This is an optimization exercise on Yosys and OpenROAD, whose aim is small area, not a production implementation. Function was checked by simulation only, so behaviour that the tests miss may differ from the original. Power figures rest on the tool's default switching activity, not on a simulated workload.

==> willow: inputs <==
==> flow/design.v <==
typedef logic [7:0]  char_t;        
typedef logic [9:0]  cell_addr_t;   
typedef logic [4:0]  row_t;
typedef logic [4:0]  col_t;
typedef logic [6:0]  str_addr_t;    
typedef logic [56:0] chip_id_t;
typedef struct packed {
   logic progress;
   logic result;
} test_status_t;
typedef struct packed {
   logic         vga;
   logic         mode;      
   chip_id_t     chip_id;
   test_status_t memtest;
   test_status_t sdtest;
   logic [2:0]   mouse;     
} status_t;
`timescale 1ns/1ns
module status_console (
   input  logic         clk,
   input  logic         arst_n,
   input  logic [65:0]  status,        
   input  logic [9:0]   fetch_addr,    
   output logic [7:0]   fetch_char     
);
typedef logic [7:0]  char_t;        
typedef logic [9:0]  cell_addr_t;   
typedef logic [4:0]  row_t;
typedef logic [4:0]  col_t;
typedef logic [6:0]  str_addr_t;    
typedef logic [56:0] chip_id_t;
typedef struct packed {
   logic progress;
   logic result;
} test_status_t;
typedef struct packed {
   logic         vga;
   logic         mode;      
   chip_id_t     chip_id;
   test_status_t memtest;
   test_status_t sdtest;
   logic [2:0]   mouse;     
} status_t;
   status_t st;
   assign st = status;
   logic [4:0]  row, col;
   logic [59:0] id_full;
   logic [3:0]  nib;
   logic [7:0]  hex_char, res_char, ch;
   test_status_t t;
   assign row     = fetch_addr[9:5];
   assign col     = fetch_addr[4:0];
   assign id_full = {3'b000, st.chip_id};
   always_comb begin
      nib = id_full[4*(24 - int'(col)) +: 4];
   end
   assign hex_char = (nib < 4'd10) ? (8'h30 + {4'h0, nib}) : (8'h37 + {4'h0, nib});
   assign t = (row == 5'd6) ? st.memtest : st.sdtest;
   always_comb begin
      res_char = " ";
      if (t.progress) begin
         case (col)
            5'd21: res_char = "w";
            5'd22: res_char = "a";
            5'd23: res_char = "i";
            5'd24: res_char = "t";
            default: ;
         endcase
      end else if (t.result) begin
         case (col)
            5'd21: res_char = "O";
            5'd22: res_char = "K";
            default: ;
         endcase
      end else begin
         case (col)
            5'd21: res_char = "E";
            5'd22: res_char = "R";
            5'd23: res_char = "R";
            5'd24: res_char = "O";
            5'd25: res_char = "R";
            default: ;
         endcase
      end
   end
   always_comb begin
      ch = " ";
      case (row)
         5'd3: begin
            if (col >= 5'd10 && col <= 5'd13) begin
               if (st.vga)
                  case (col[1:0])
                     2'd2: ch = "V";
                     2'd3: ch = "G";
                     2'd0: ch = "A";
                     default: ;
                  endcase
               else if (st.mode)
                  case (col[1:0])
                     2'd2: ch = "N";
                     2'd3: ch = "T";
                     2'd0: ch = "S";
                     default: ch = "C";
                  endcase
               else
                  case (col[1:0])
                     2'd2: ch = "P";
                     2'd3: ch = "A";
                     2'd0: ch = "L";
                     default: ;
                  endcase
            end
         end
         5'd4: if (col >= 5'd10 && col <= 5'd24) ch = hex_char;
         5'd6, 5'd12: ch = res_char;
         5'd14: begin
            if (col == 5'd21 && st.mouse[0]) ch = "L";
            if (col == 5'd22 && st.mouse[2]) ch = "M";
            if (col == 5'd23 && st.mouse[1]) ch = "R";
         end
         default: ;
      endcase
   end
   always_ff @(posedge clk) begin
      fetch_char <= ch;
   end
endmodule
==> flow/run.sh <==
#!/bin/bash
# synth_recipe.tcl (not shown) runs the flow's synth.tcl, then flattens the netlist and writes it again
# the make line also repeats each setting of config.mk as NAME=value (left out here)
make -C /OpenROAD-flow-scripts/flow DESIGN_CONFIG=/design/flow/config.mk WORK_HOME=/design/flow/orfs CLKGATE_MAP_FILE= SYNTH_SCRIPT=/design/flow/synth_recipe.tcl finish
==> flow/config.mk <==
export PLATFORM = sky130hd
export DESIGN_NAME = status_console
export DESIGN_NICKNAME = status_console
export VERILOG_FILES = /design/flow/design.v
export SDC_FILE = /design/flow/constraint.sdc
export NUM_CORES = 4
export LEC_CHECK = 0
export CAP_MARGIN = 20
export CORE_MARGIN = 2
export CORE_UTILIZATION = 35
export PLACE_DENSITY = 0.55
export SLEW_MARGIN = 20
export SYNTH_MEMORY_MAX_BITS = 8192
==> flow/constraint.sdc <==
create_clock -name core_clock -period 6.0 [get_ports {clk}]
set_input_delay 1.2000 -clock core_clock [delete_from_list [all_inputs] [get_ports {clk}]]
set_output_delay 1.2000 -clock core_clock [all_outputs]
set_load 0.01 [all_outputs]
==> inputs of onyx, as changes to willow <==
==> flow/design.v, changed modules only <==
module status_console (
   input  logic         clk,
   input  logic         arst_n,
   input  logic [65:0]  status,        
   input  logic [9:0]   fetch_addr,    
   output logic [7:0]   fetch_char     
);
typedef logic [7:0]  char_t;        
typedef logic [9:0]  cell_addr_t;   
typedef logic [4:0]  row_t;
typedef logic [4:0]  col_t;
typedef logic [6:0]  str_addr_t;    
typedef logic [56:0] chip_id_t;
typedef struct packed {
   logic progress;
   logic result;
} test_status_t;
typedef struct packed {
   logic         vga;
   logic         mode;      
   chip_id_t     chip_id;
   test_status_t memtest;
   test_status_t sdtest;
   logic [2:0]   mouse;     
} status_t;
   status_t st;
   assign st = status;
   logic [4:0]  r, c;
   logic [59:0] id_full;
   assign r       = fetch_addr[9:5];
   assign c       = fetch_addr[4:0];
   assign id_full = {3'b000, st.chip_id};
   logic row3, row4, row_res, row14;
   assign row3    = ~r[3] & ~r[2] &  r[1] &  r[0];
   assign row4    = ~r[3] &  r[2] & ~r[1] & ~r[0];
   assign row_res =  (r[3] ^ r[1]) & r[2] & ~r[0];    
   assign row14   =  r[3] &  r[2] &  r[1] & ~r[0];
   logic in_video, in_id, in_res, in_mouse;
   assign in_video = row3 & ~c[4] & c[3] & (c[2] ^ c[1]);                     
   assign in_id    = row4 & (c[4] ? (~c[3] | ~(c[2] | c[1] | c[0]))
                                  : (c[3] & (c[2] | c[1])));                    
   assign in_res   = row_res & c[4] & ((~c[3] & c[2] & (c[1] | c[0]))
                                     | (c[3] & ~c[2] & ~c[1]));                
   assign in_mouse = row14 & c[4] & ~c[3] & c[2] & (c[1] | c[0]);              
   logic [15:0] sel;
   logic [3:0]  nib_of [16];
   logic [3:0]  nib;
   for (genvar i = 0; i < 16; i++) begin : g_nib
      assign sel[i]    = (c[3:0] == 4'(i));
      assign nib_of[i] = (i >= 10) ? id_full[4*(24 - i) +: 4]
                       : (i <= 8)  ? id_full[4*(8 - i) +: 4] : 4'h0;
   end
   always_comb begin
      nib = 4'h0;
      for (int i = 0; i < 16; i++)
         nib = nib | ({4{sel[i]}} & nib_of[i]);
   end
   logic       ge10;
   logic [6:0] hex_char;
   assign ge10     = nib[3] & (nib[2] | nib[1]);
   assign hex_char = ge10 ? {4'b1000, nib[2] & (nib[1] | nib[0]), ~(nib[1] ^ nib[0]), ~nib[0]}
                          : {3'b011, nib};
   logic [6:0] vga_char, ntsc_char, pal_char, video_char;
   assign vga_char   = (c[1:0] == 2'd2) ? 7'h56 :      
                       (c[1:0] == 2'd3) ? 7'h47 :      
                       (c[1:0] == 2'd0) ? 7'h41 :      
                                          7'h20;
   assign ntsc_char  = (c[1:0] == 2'd2) ? 7'h4E :      
                       (c[1:0] == 2'd3) ? 7'h54 :      
                       (c[1:0] == 2'd0) ? 7'h53 :      
                                          7'h43;       
   assign pal_char   = (c[1:0] == 2'd2) ? 7'h50 :      
                       (c[1:0] == 2'd3) ? 7'h41 :      
                       (c[1:0] == 2'd0) ? 7'h4C :      
                                          7'h20;
   assign video_char = st.vga ? vga_char : st.mode ? ntsc_char : pal_char;
   test_status_t t;
   logic [6:0]   wait_char, ok_char, error_char, res_char;
   assign t          = r[3] ? st.sdtest : st.memtest;
   assign wait_char  = (c[3:0] == 4'd5) ? 7'h77 :      
                       (c[3:0] == 4'd6) ? 7'h61 :      
                       (c[3:0] == 4'd7) ? 7'h69 :      
                       (c[3:0] == 4'd8) ? 7'h74 :      
                                          7'h20;
   assign ok_char    = (c[3:0] == 4'd5) ? 7'h4F :      
                       (c[3:0] == 4'd6) ? 7'h4B :      
                                          7'h20;
   assign error_char = (c[3:0] == 4'd5) ? 7'h45 :      
                       (c[3:0] == 4'd8) ? 7'h4F :      
                                          7'h52;       
   assign res_char   = t.progress ? wait_char : t.result ? ok_char : error_char;
   logic [6:0] mouse_char;
   assign mouse_char = (c[1:0] == 2'd1) ? (st.mouse[0] ? 7'h4C : 7'h20) :    
                       (c[1:0] == 2'd2) ? (st.mouse[2] ? 7'h4D : 7'h20) :    
                                          (st.mouse[1] ? 7'h52 : 7'h20);     
   logic [6:0] ch;
   assign ch = in_mouse ? mouse_char :
               in_res   ? res_char   :
               in_id    ? hex_char   :
               in_video ? video_char : 7'h20;
   always_ff @(posedge clk) begin
      fetch_char <= {1'b0, ch};
   end
endmodule
==> flow/flow/run.sh (new file) <==
#!/bin/bash
# The standard layout, except that the port buffers are the smallest
# buffer (buf_1) instead of the delay buffer the resizer picks by default.
set -euo pipefail
export BUFFER_PORTS_ARGS="-buffer_cell sky130_fd_sc_hd__buf_1"
bash standard.sh finish > flow_standard.log 2>&1
==> flow/standard.sh (new file) <==
#!/bin/bash
# synth_recipe.tcl (not shown) runs the flow's synth.tcl, then flattens the netlist and writes it again
# the make line also repeats each setting of config.mk as NAME=value (left out here)
make -C /OpenROAD-flow-scripts/flow DESIGN_CONFIG=/design/flow/config.mk WORK_HOME=/design/flow/orfs CLKGATE_MAP_FILE= SYNTH_SCRIPT=/design/flow/synth_recipe.tcl "${@:-finish}"
CORE_AREA = 2.3 2.72 58.7 60.0   (was unset)
CORE_MARGIN = unset   (was 2)
CORE_UTILIZATION = unset   (was 35)
CTS_BUF_LIST = sky130_fd_sc_hd__clkbuf_2   (was unset)
DIE_AREA = 0 0 61 62.2   (was unset)
PLACE_DENSITY = 0.7   (was 0.55)
removed: flow/run.sh
==> comparison table <==
| item | onyx | willow |
|---|---|---|
| Run status | timing/DRC/antenna clean | timing/DRC/antenna clean |
| Total cell area at the placement stage | 1680 um^2 | 2400 um^2 |
| Vias per inst | 5.62 | 5.44 |
| Area of the die | 3790 um^2 | 4980 um^2 |
| Post-place setup slack | 2.15 ns | 1.25 ns |
| Fraction of layout instances using a drive strength above 1 | 7.14% | 8.39% |
| Internal Power | 0.108 mW | 0.184 mW |
| Global routing met1 resource utilization | 29.9% | 25.7% |
| XOR/XNOR Fraction of Synth Area | 1.25% | 3.31% |
| Count of buffers not belonging to the clock network in the layout | 83 | 84 |
| Area overhead of the layout relative to synthesis | 21.6% | 57.7% |
| Clk root buf | sky130_fd_sc_hd__clkbuf_2 | sky130_fd_sc_hd__clkbuf_8 |
| Proportion of netlist area held by the largest area contributor | 10.0% | 10.2% |
| Vias in the first global route | 1481 | 1677 |
| Compound-cell area share of the yosys netlist | 36.0% | 24.8% |
| Hold wc startpoint | status[0] | fetch_addr[9] |

re-timing with driven ports:
The results above use ideal ports. As a check the final layouts listed here were re-extracted and re-timed, cells and wires unchanged.
Step 1, drivers: a clkbuf_16 drives clk and a buf_2 each remaining input, both assumed.
Step 2 also shifts input and output timing later by t, the mid clock arrival at the registers, as if the neighbouring blocks saw the same clock.
Slacks: ideal / step 1 / step 2; pairs: ideal / step 1.
run | t, ns | setup WS [ns] | worst hold slack (ns) | worst register clock-pin slew, ns
willow | 0.244 | 1.533 / 1.526 / 1.282 | 1.686 / 1.696 / 1.940 | 0.04 / 0.04
onyx | 0.241 | 2.377 / 2.363 / 2.122 | 1.446 / 1.450 / 1.606 | 0.07 / 0.07
After both steps every run listed still meets setup and hold. For onyx, which loses most, drivers alone change the setup slack by -0.014 ns; drivers and shift together by -0.255 ns.
